From an optimization exercise on the open Yosys and OpenROAD flow, aimed at a short achievable clock period and few clock cycles per item; shortcuts taken in it are not production practice.
Where RTL was checked, it was by simulation tests only, not by an equivalence proof against the original.
Power is estimated from default activity; no workload was simulated.

the reference run:
// view_tag_record_scanner
module view_tag_record_scanner #(
  parameter int TEXT_MAX = 31
) (
  input  logic        clk_i,
  input  logic        rst_ni,
  input  logic        in_valid_i,
  output logic        in_ready_o,
  input  logic [7:0]  in_text_byte_i,
  input  logic        in_end_of_data_i,
  output logic        out_valid_o,
  input  logic        out_ready_i,
  output logic [1:0]  out_item_kind_o,
  output logic [7:0]  out_char_code_o,
  output logic [31:0] out_channel_o,
  output logic        out_is_signed_o,
  output logic        out_is_integer_o,
  output logic        out_last_o
);
  localparam int NSLOT = 3;
  localparam int CntW  = $clog2(TEXT_MAX + 1);
  logic            wr;
  logic [7:0]      wchar;
  logic            discard;
  logic            space;
  logic            commit;
  logic [CntW-1:0] commit_nc, commit_pc;
  logic [31:0]     commit_chan;
  logic            commit_sgn, commit_intg;
  logic [NSLOT-1:0] full;
  vtrs_ctrl #(
    .TEXT_MAX (TEXT_MAX),
    .NSLOT    (NSLOT)
  ) u_ctrl (
    .clk_i         (clk_i),
    .rst_ni        (rst_ni),
    .in_valid_i    (in_valid_i),
    .in_ready_o    (in_ready_o),
    .text_byte_i   (in_text_byte_i),
    .end_of_data_i (in_end_of_data_i),
    .full_i        (full),
    .space_i       (space),
    .wr_o          (wr),
    .wchar_o       (wchar),
    .discard_o     (discard),
    .commit_o      (commit),
    .commit_nc_o   (commit_nc),
    .commit_pc_o   (commit_pc),
    .commit_chan_o (commit_chan),
    .commit_sgn_o  (commit_sgn),
    .commit_intg_o (commit_intg)
  );
  vtrs_dp #(
    .TEXT_MAX (TEXT_MAX),
    .NSLOT    (NSLOT)
  ) u_dp (
    .clk_i         (clk_i),
    .rst_ni        (rst_ni),
    .wr_i          (wr),
    .wchar_i       (wchar),
    .discard_i     (discard),
  ...
Size: roughly 1300 flip-flops, about 60 I/O pins.
make LEC_CHECK=0 ABC_CLOCK_PERIOD_IN_PS=1600 CAP_MARGIN=20 CORE_MARGIN=2 CORE_UTILIZATION=55 CTS_CLUSTER_DIAMETER=80 CTS_CLUSTER_SIZE=24 SETUP_SLACK_MARGIN=2.2 SLEW_MARGIN=20 TNS_END_PERCENT=100 finish   # period 4.0 ns
run.sh (not shown) runs the stock make flow with config.mk's settings and CLKGATE_MAP_FILE= SYNTH_SCRIPT=/design/flow/synth_recipe.tcl, a recipe that flattens the netlist after the stock synthesis.
diff inputs: the reference run => the trial run
-- flow/design.v --
<<< the reference run, line 337
  output logic             last_o
);
  localparam int QCAP = 2 * TEXT_MAX + 7;
  localparam int NGRP = 4;                           
  localparam int GSZ  = (QCAP + NGRP - 1) / NGRP;
  logic [7:0]       q_q [QCAP];
  logic [QCAP-1:0]  wp_q, cp_q, rp_q;    
>>> the trial run, line 337
  output logic             last_o
);
  localparam int QCAP = 2 * TEXT_MAX + 6;
  logic [7:0]       q_q [QCAP];
  logic [QCAP-1:0]  wp_q, cp_q, rp_q;    
<<< the reference run, line 401
    end
  end
  logic [QCAP-1:0] near_wp;
  logic [NGRP-1:0] clash_q;
  logic            space_q;
  always_comb begin
    near_wp = '0;
    for (int k = 1; k <= 6; k++) near_wp = near_wp | ((wp_q << k) | (wp_q >> (QCAP - k)));
  end
  always_ff @(posedge clk_i or negedge rst_ni) begin
    if (!rst_ni) begin
      clash_q <= '0;
      space_q <= 1'b1;
    end else begin
      for (int g = 0; g < NGRP; g++) begin
        clash_q[g] <= |(rp_q[g*GSZ +: GSZ] & near_wp[g*GSZ +: GSZ]);
      end
      space_q <= !(|clash_q);
    end
  end
  assign space_o = space_q;
  logic [3*NGRP*8-1:0] part, part_q;
  logic                pop_q;
  logic [7:0]          pick [3];
  always_comb begin
    part = '0;
    for (int k = 0; k < 3; k++) begin
      for (int g = 0; g < NGRP; g++) begin
        for (int i = g * GSZ; i < (g + 1) * GSZ && i < QCAP; i++) begin
          part[(k*NGRP+g)*8 +: 8] = part[(k*NGRP+g)*8 +: 8] |
                                    ({8{rp_q[(i + QCAP - k) % QCAP]}} & q_q[i]);
        end
      end
    end
    for (int k = 0; k < 3; k++) begin
      pick[k] = '0;
      for (int g = 0; g < NGRP; g++) pick[k] = pick[k] | part_q[(k*NGRP+g)*8 +: 8];
    end
  end
  always_ff @(posedge clk_i or negedge rst_ni) begin
    if (!rst_ni) begin
      pop_q <= 1'b0;
    end else begin
      pop_q <= pop;
    end
  end
  always_ff @(posedge clk_i) begin
    part_q <= part;
    q_head <= (pop && pop_q) ? pick[2] : (pop || pop_q) ? pick[1] : pick[0];
  end
  always_comb begin
>>> the trial run, line 399
    end
  end
  logic space_q;
  always_ff @(posedge clk_i or negedge rst_ni) begin
    if (!rst_ni) begin
      space_q <= 1'b1;
    end else begin
      space_q <= !(|(rp_q & ({wp_q[QCAP-2:0], wp_q[QCAP-1]} |
                             {wp_q[QCAP-3:0], wp_q[QCAP-1:QCAP-2]} |
                             {wp_q[QCAP-4:0], wp_q[QCAP-1:QCAP-3]} |
                             {wp_q[QCAP-5:0], wp_q[QCAP-1:QCAP-4]} |
                             {wp_q[QCAP-6:0], wp_q[QCAP-1:QCAP-5]})));
    end
  end
  assign space_o = space_q;
  logic [7:0] q_at, q_after;
  always_comb begin
    q_at    = '0;
    q_after = '0;
    for (int i = 0; i < QCAP; i++) begin
      q_at    = q_at | ({8{rp_q[i]}} & q_q[i]);
      q_after = q_after | ({8{rp_q[(i == 0) ? QCAP - 1 : i - 1]}} & q_q[i]);
    end
  end
  always_ff @(posedge clk_i) begin
    q_head <= pop ? q_after : q_at;
  end
  always_comb begin
### Flow results
Compared with the reference run, the trial run shows a higher routed length per instance. Comparing the trial run and the reference run, the lower area of the mapped netlist is on the trial run. The reference run has higher number of enable flip-flop cells after synthesis than the trial run. Comparing design area for the trial run and the reference run, the bigger number came from the reference run. The trial run vs the reference run, number of non-clock buffers in the layout went up by 63%. [the trial run] simple-gate share of the synthesized area rose 0.23 points relative to the reference run. The trial run vs. the reference run: area of the placeable core decreased about 10%; clock period minus worst slack increased 79 ps.
Testbench counts of the trial run, summed over its fixed seeds: cycles 41,006, bytes 40,918.
No functional check of the RTL was part of the reference run.

---

Starting RTL as in the previous note.
Design view_tag_record_scanner, start of the top module:
module view_tag_record_scanner #(
  parameter int TEXT_MAX = 31
) (
  input  logic        clk_i,
  input  logic        rst_ni,
  input  logic        in_valid_i,
  output logic        in_ready_o,
  input  logic [7:0]  in_text_byte_i,
  input  logic        in_end_of_data_i,
  output logic        out_valid_o,
  input  logic        out_ready_i,
  output logic [1:0]  out_item_kind_o,
  output logic [7:0]  out_char_code_o,
  output logic [31:0] out_channel_o,
  output logic        out_is_signed_o,
  output logic        out_is_integer_o,
  output logic        out_last_o
);
  localparam int NSLOT = 3;
  localparam int CntW  = $clog2(TEXT_MAX + 1);
  logic            wr;
  logic [7:0]      wchar;
  logic            discard;
  logic            space;
  logic            commit;
  logic [CntW-1:0] commit_nc, commit_pc;
  logic [31:0]     commit_chan;
  logic            commit_sgn, commit_intg;
  logic [NSLOT-1:0] full;
  vtrs_ctrl #(
    .TEXT_MAX (TEXT_MAX),
    .NSLOT    (NSLOT)
  ) u_ctrl (
    .clk_i         (clk_i),
    .rst_ni        (rst_ni),
    .in_valid_i    (in_valid_i),
    .in_ready_o    (in_ready_o),
    .text_byte_i   (in_text_byte_i),
    .end_of_data_i (in_end_of_data_i),
    .full_i        (full),
    .space_i       (space),
    .wr_o          (wr),
    .wchar_o       (wchar),
    .discard_o     (discard),
    .commit_o      (commit),
    .commit_nc_o   (commit_nc),
    .commit_pc_o   (commit_pc),
    .commit_chan_o (commit_chan),
    .commit_sgn_o  (commit_sgn),
    .commit_intg_o (commit_intg)
  );
  vtrs_dp #(
    .TEXT_MAX (TEXT_MAX),
    .NSLOT    (NSLOT)
  ) u_dp (
    .clk_i         (clk_i),
    .rst_ni        (rst_ni),
    .wr_i          (wr),
    .wchar_i       (wchar),
    .discard_i     (discard),
    .commit_i      (commit),
    .commit_nc_i   (commit_nc),
  ...
export LEC_CHECK = 0
export ABC_CLOCK_PERIOD_IN_PS = 1600
export CAP_MARGIN = 20
export CORE_MARGIN = 2
export CORE_UTILIZATION = 60
export CTS_CLUSTER_DIAMETER = 80
export CTS_CLUSTER_SIZE = 24
export GPL_TIMING_DRIVEN = 1
export SETUP_SLACK_MARGIN = 2.2
export SLEW_MARGIN = 20
export TNS_END_PERCENT = 100
create_clock -name core_clock -period 4.0 [get_ports {clk_i}]
Then changed:
--- a/flow/design.v
+++ b/flow/design.v
@@ -405,23 +405,26 @@
   logic            space_q;
   always_comb begin
     near_wp = '0;
     for (int k = 1; k <= 6; k++) near_wp = near_wp | ((wp_q << k) | (wp_q >> (QCAP - k)));
   end
   always_ff @(posedge clk_i or negedge rst_ni) begin
     if (!rst_ni) begin
       clash_q <= '0;
       space_q <= 1'b1;
     end else begin
       for (int g = 0; g < NGRP; g++) begin
-        clash_q[g] <= |(rp_q[g*GSZ +: GSZ] & near_wp[g*GSZ +: GSZ]);
+        logic c;
+        c = 1'b0;
+        for (int i = g * GSZ; i < (g + 1) * GSZ && i < QCAP; i++) c = c | (rp_q[i] & near_wp[i]);
+        clash_q[g] <= c;
       end
       space_q <= !(|clash_q);
     end
   end
   assign space_o = space_q;
   logic [3*NGRP*8-1:0] part, part_q;
   logic                pop_q;
   logic [7:0]          pick [3];
   always_comb begin
     part = '0;
     for (int k = 0; k < 3; k++) begin
Non-clock buffer count goes down by 56.
Total power stays flat.
Synthesized cell count is higher slightly.
Setup slack gets worse by 0.021 ns.
Synthesized area came out higher slightly.
Die area is higher slightly.
Testbench counts after the change, summed over its fixed seeds: cycles 41,006, bytes 40,918.
For the first run of this note, only the layout was checked, not whether the RTL still works.

---

## 09-04
Another version of the RTL of view_tag_record_scanner (not shown whole).
Size in the first run: roughly 60 I/O pins, about 0.057 mm2 of cells after synthesis.
==> flow/config.mk <==
export PLATFORM = sky130hd
export DESIGN_NAME = view_tag_record_scanner
export DESIGN_NICKNAME = view_tag_record_scanner
export VERILOG_FILES = /design/flow/design.v
export SDC_FILE = /design/flow/constraint.sdc
export NUM_CORES = 4
export LEC_CHECK = 0
export ABC_CLOCK_PERIOD_IN_PS = 1600
export CAP_MARGIN = 20
export CORE_MARGIN = 2
export CORE_UTILIZATION = 55
export CTS_CLUSTER_DIAMETER = 80
export CTS_CLUSTER_SIZE = 24
export SETUP_SLACK_MARGIN = 2.2
export SLEW_MARGIN = 20
export TNS_END_PERCENT = 100
==> flow/constraint.sdc <==
create_clock -name core_clock -period 4.0 [get_ports {clk_i}]
set_input_delay 0.8000 -clock core_clock [delete_from_list [all_inputs] [get_ports {clk_i}]]
set_output_delay 0.8000 -clock core_clock [all_outputs]
set_load 0.01 [all_outputs]
Testbench counts of 09-04, summed over its fixed seeds: cycles 41,006, bytes 40,918.
--- input diff 09-04..02-24 ---
--- a/flow/design.v
+++ b/flow/design.v
@@ -547,26 +547,22 @@
       s_chan_q <= b_chan;
       s_sgn_q  <= sgn_q[0];
       s_intg_q <= intg_q[0];
       s_last_q <= b_last;
     end
   end
   logic [44:0] o_q, o_new, o_d;
   assign o_new = sv_q ? {s_kind_q, s_char_q, s_chan_q, s_sgn_q, s_intg_q, s_last_q}
                       : {b_kind, b_char, b_chan, sgn_q[0], intg_q[0], b_last};
   assign o_d   = ({45{adv}} & o_new) | ({45{!adv}} & o_q);
-  always_ff @(posedge clk_i or negedge rst_ni) begin
-    if (!rst_ni) begin
-      o_q <= '0;
-    end else begin
-      o_q <= o_d;
-    end
+  always_ff @(posedge clk_i) begin
+    o_q <= o_d;
   end
   assign {kind_q, char_q, ochan_q, osgn_q, ointg_q, last_q} = o_q;
   assign out_valid_o  = ov_q;
   assign item_kind_o  = kind_q;
   assign char_code_o  = char_q;
   assign channel_o    = ochan_q;
   assign is_signed_o  = osgn_q;
   assign is_integer_o = ointg_q;
   assign last_o       = last_q;
 endmodule
Notes after the runs:
Lower number of antenna violations at the first check in global routing among 02-24 and 09-04: 02-24
Between 09-04 and 02-24, number of clock buffer instances in the layout increased.
Compared with 09-04, total power in 02-24 increased slightly.
The net switching fraction of the power of 02-24 falls short of that of 09-04 by 0.26 points.
Number of placed instances with taps included shrinks slightly when moving from 09-04 to 02-24.
Per the comparison of 02-24 with 09-04, part of the total power dissipated in the clock network did not really move, number of DRC markers after the initial detailed-route iteration went down, starting utilization of the core area did not really move, leakage power summed over all cells went down.
Clock skew on 02-24 is ahead of 09-04.
Between 02-24 and 09-04, the vertical extent of the die figures differ only marginally.
Post-synthesis net count: lower on 02-24
Looking at standard cell with the maximum stage delay on the critical path, the sky130_fd_sc_hd__dfrtp_2 result is from 09-04; the sky130_fd_sc_hd__edfxtp_1 one comes from 02-24.
Testbench counts of 02-24, summed over its fixed seeds: cycles 41,006, bytes 40,918.

==> what the ideal ports hide <==
In the flow no input, the clock included, has a driving cell. The finished layouts below were timed again as built, in two steps. Step 1, drivers: a clkbuf_16 drives clk_i and a buf_2 each remaining input, both assumed. Step 2 moves the port delays by t, midway between the first and last clock arrival at a register: inputs arrive t later, outputs are due t later. That takes back most of the time a late clock gives input paths. a / b / c = ideal ports / drivers / drivers and shift; a / b = the first two.
| run | t (ns) | setup WS [ns] | worst setup path at the end |
|---|---|---|---|
| the reference run | 0.736 | 1.971 / 1.896 / 1.618 | input to register |
| the trial run | 0.783 | 1.892 / 1.822 / 1.491 | input to register |
| the first run of note 2 | 0.723 | 1.983 / 1.916 / 1.567 | input to register |
| the second run of note 2 | 0.728 | 1.961 / 1.892 / 1.554 | input to register |
| 09-04 | 0.740 | 1.863 / 1.790 / 1.640 | input to register |
| 02-24 | 0.737 | 1.933 / 1.858 / 1.609 | input to register |
After both steps every run listed still meets setup and hold. For the first run of note 2, which loses most, drivers alone change the setup slack by -0.067 ns; drivers and shift together by -0.416 ns.
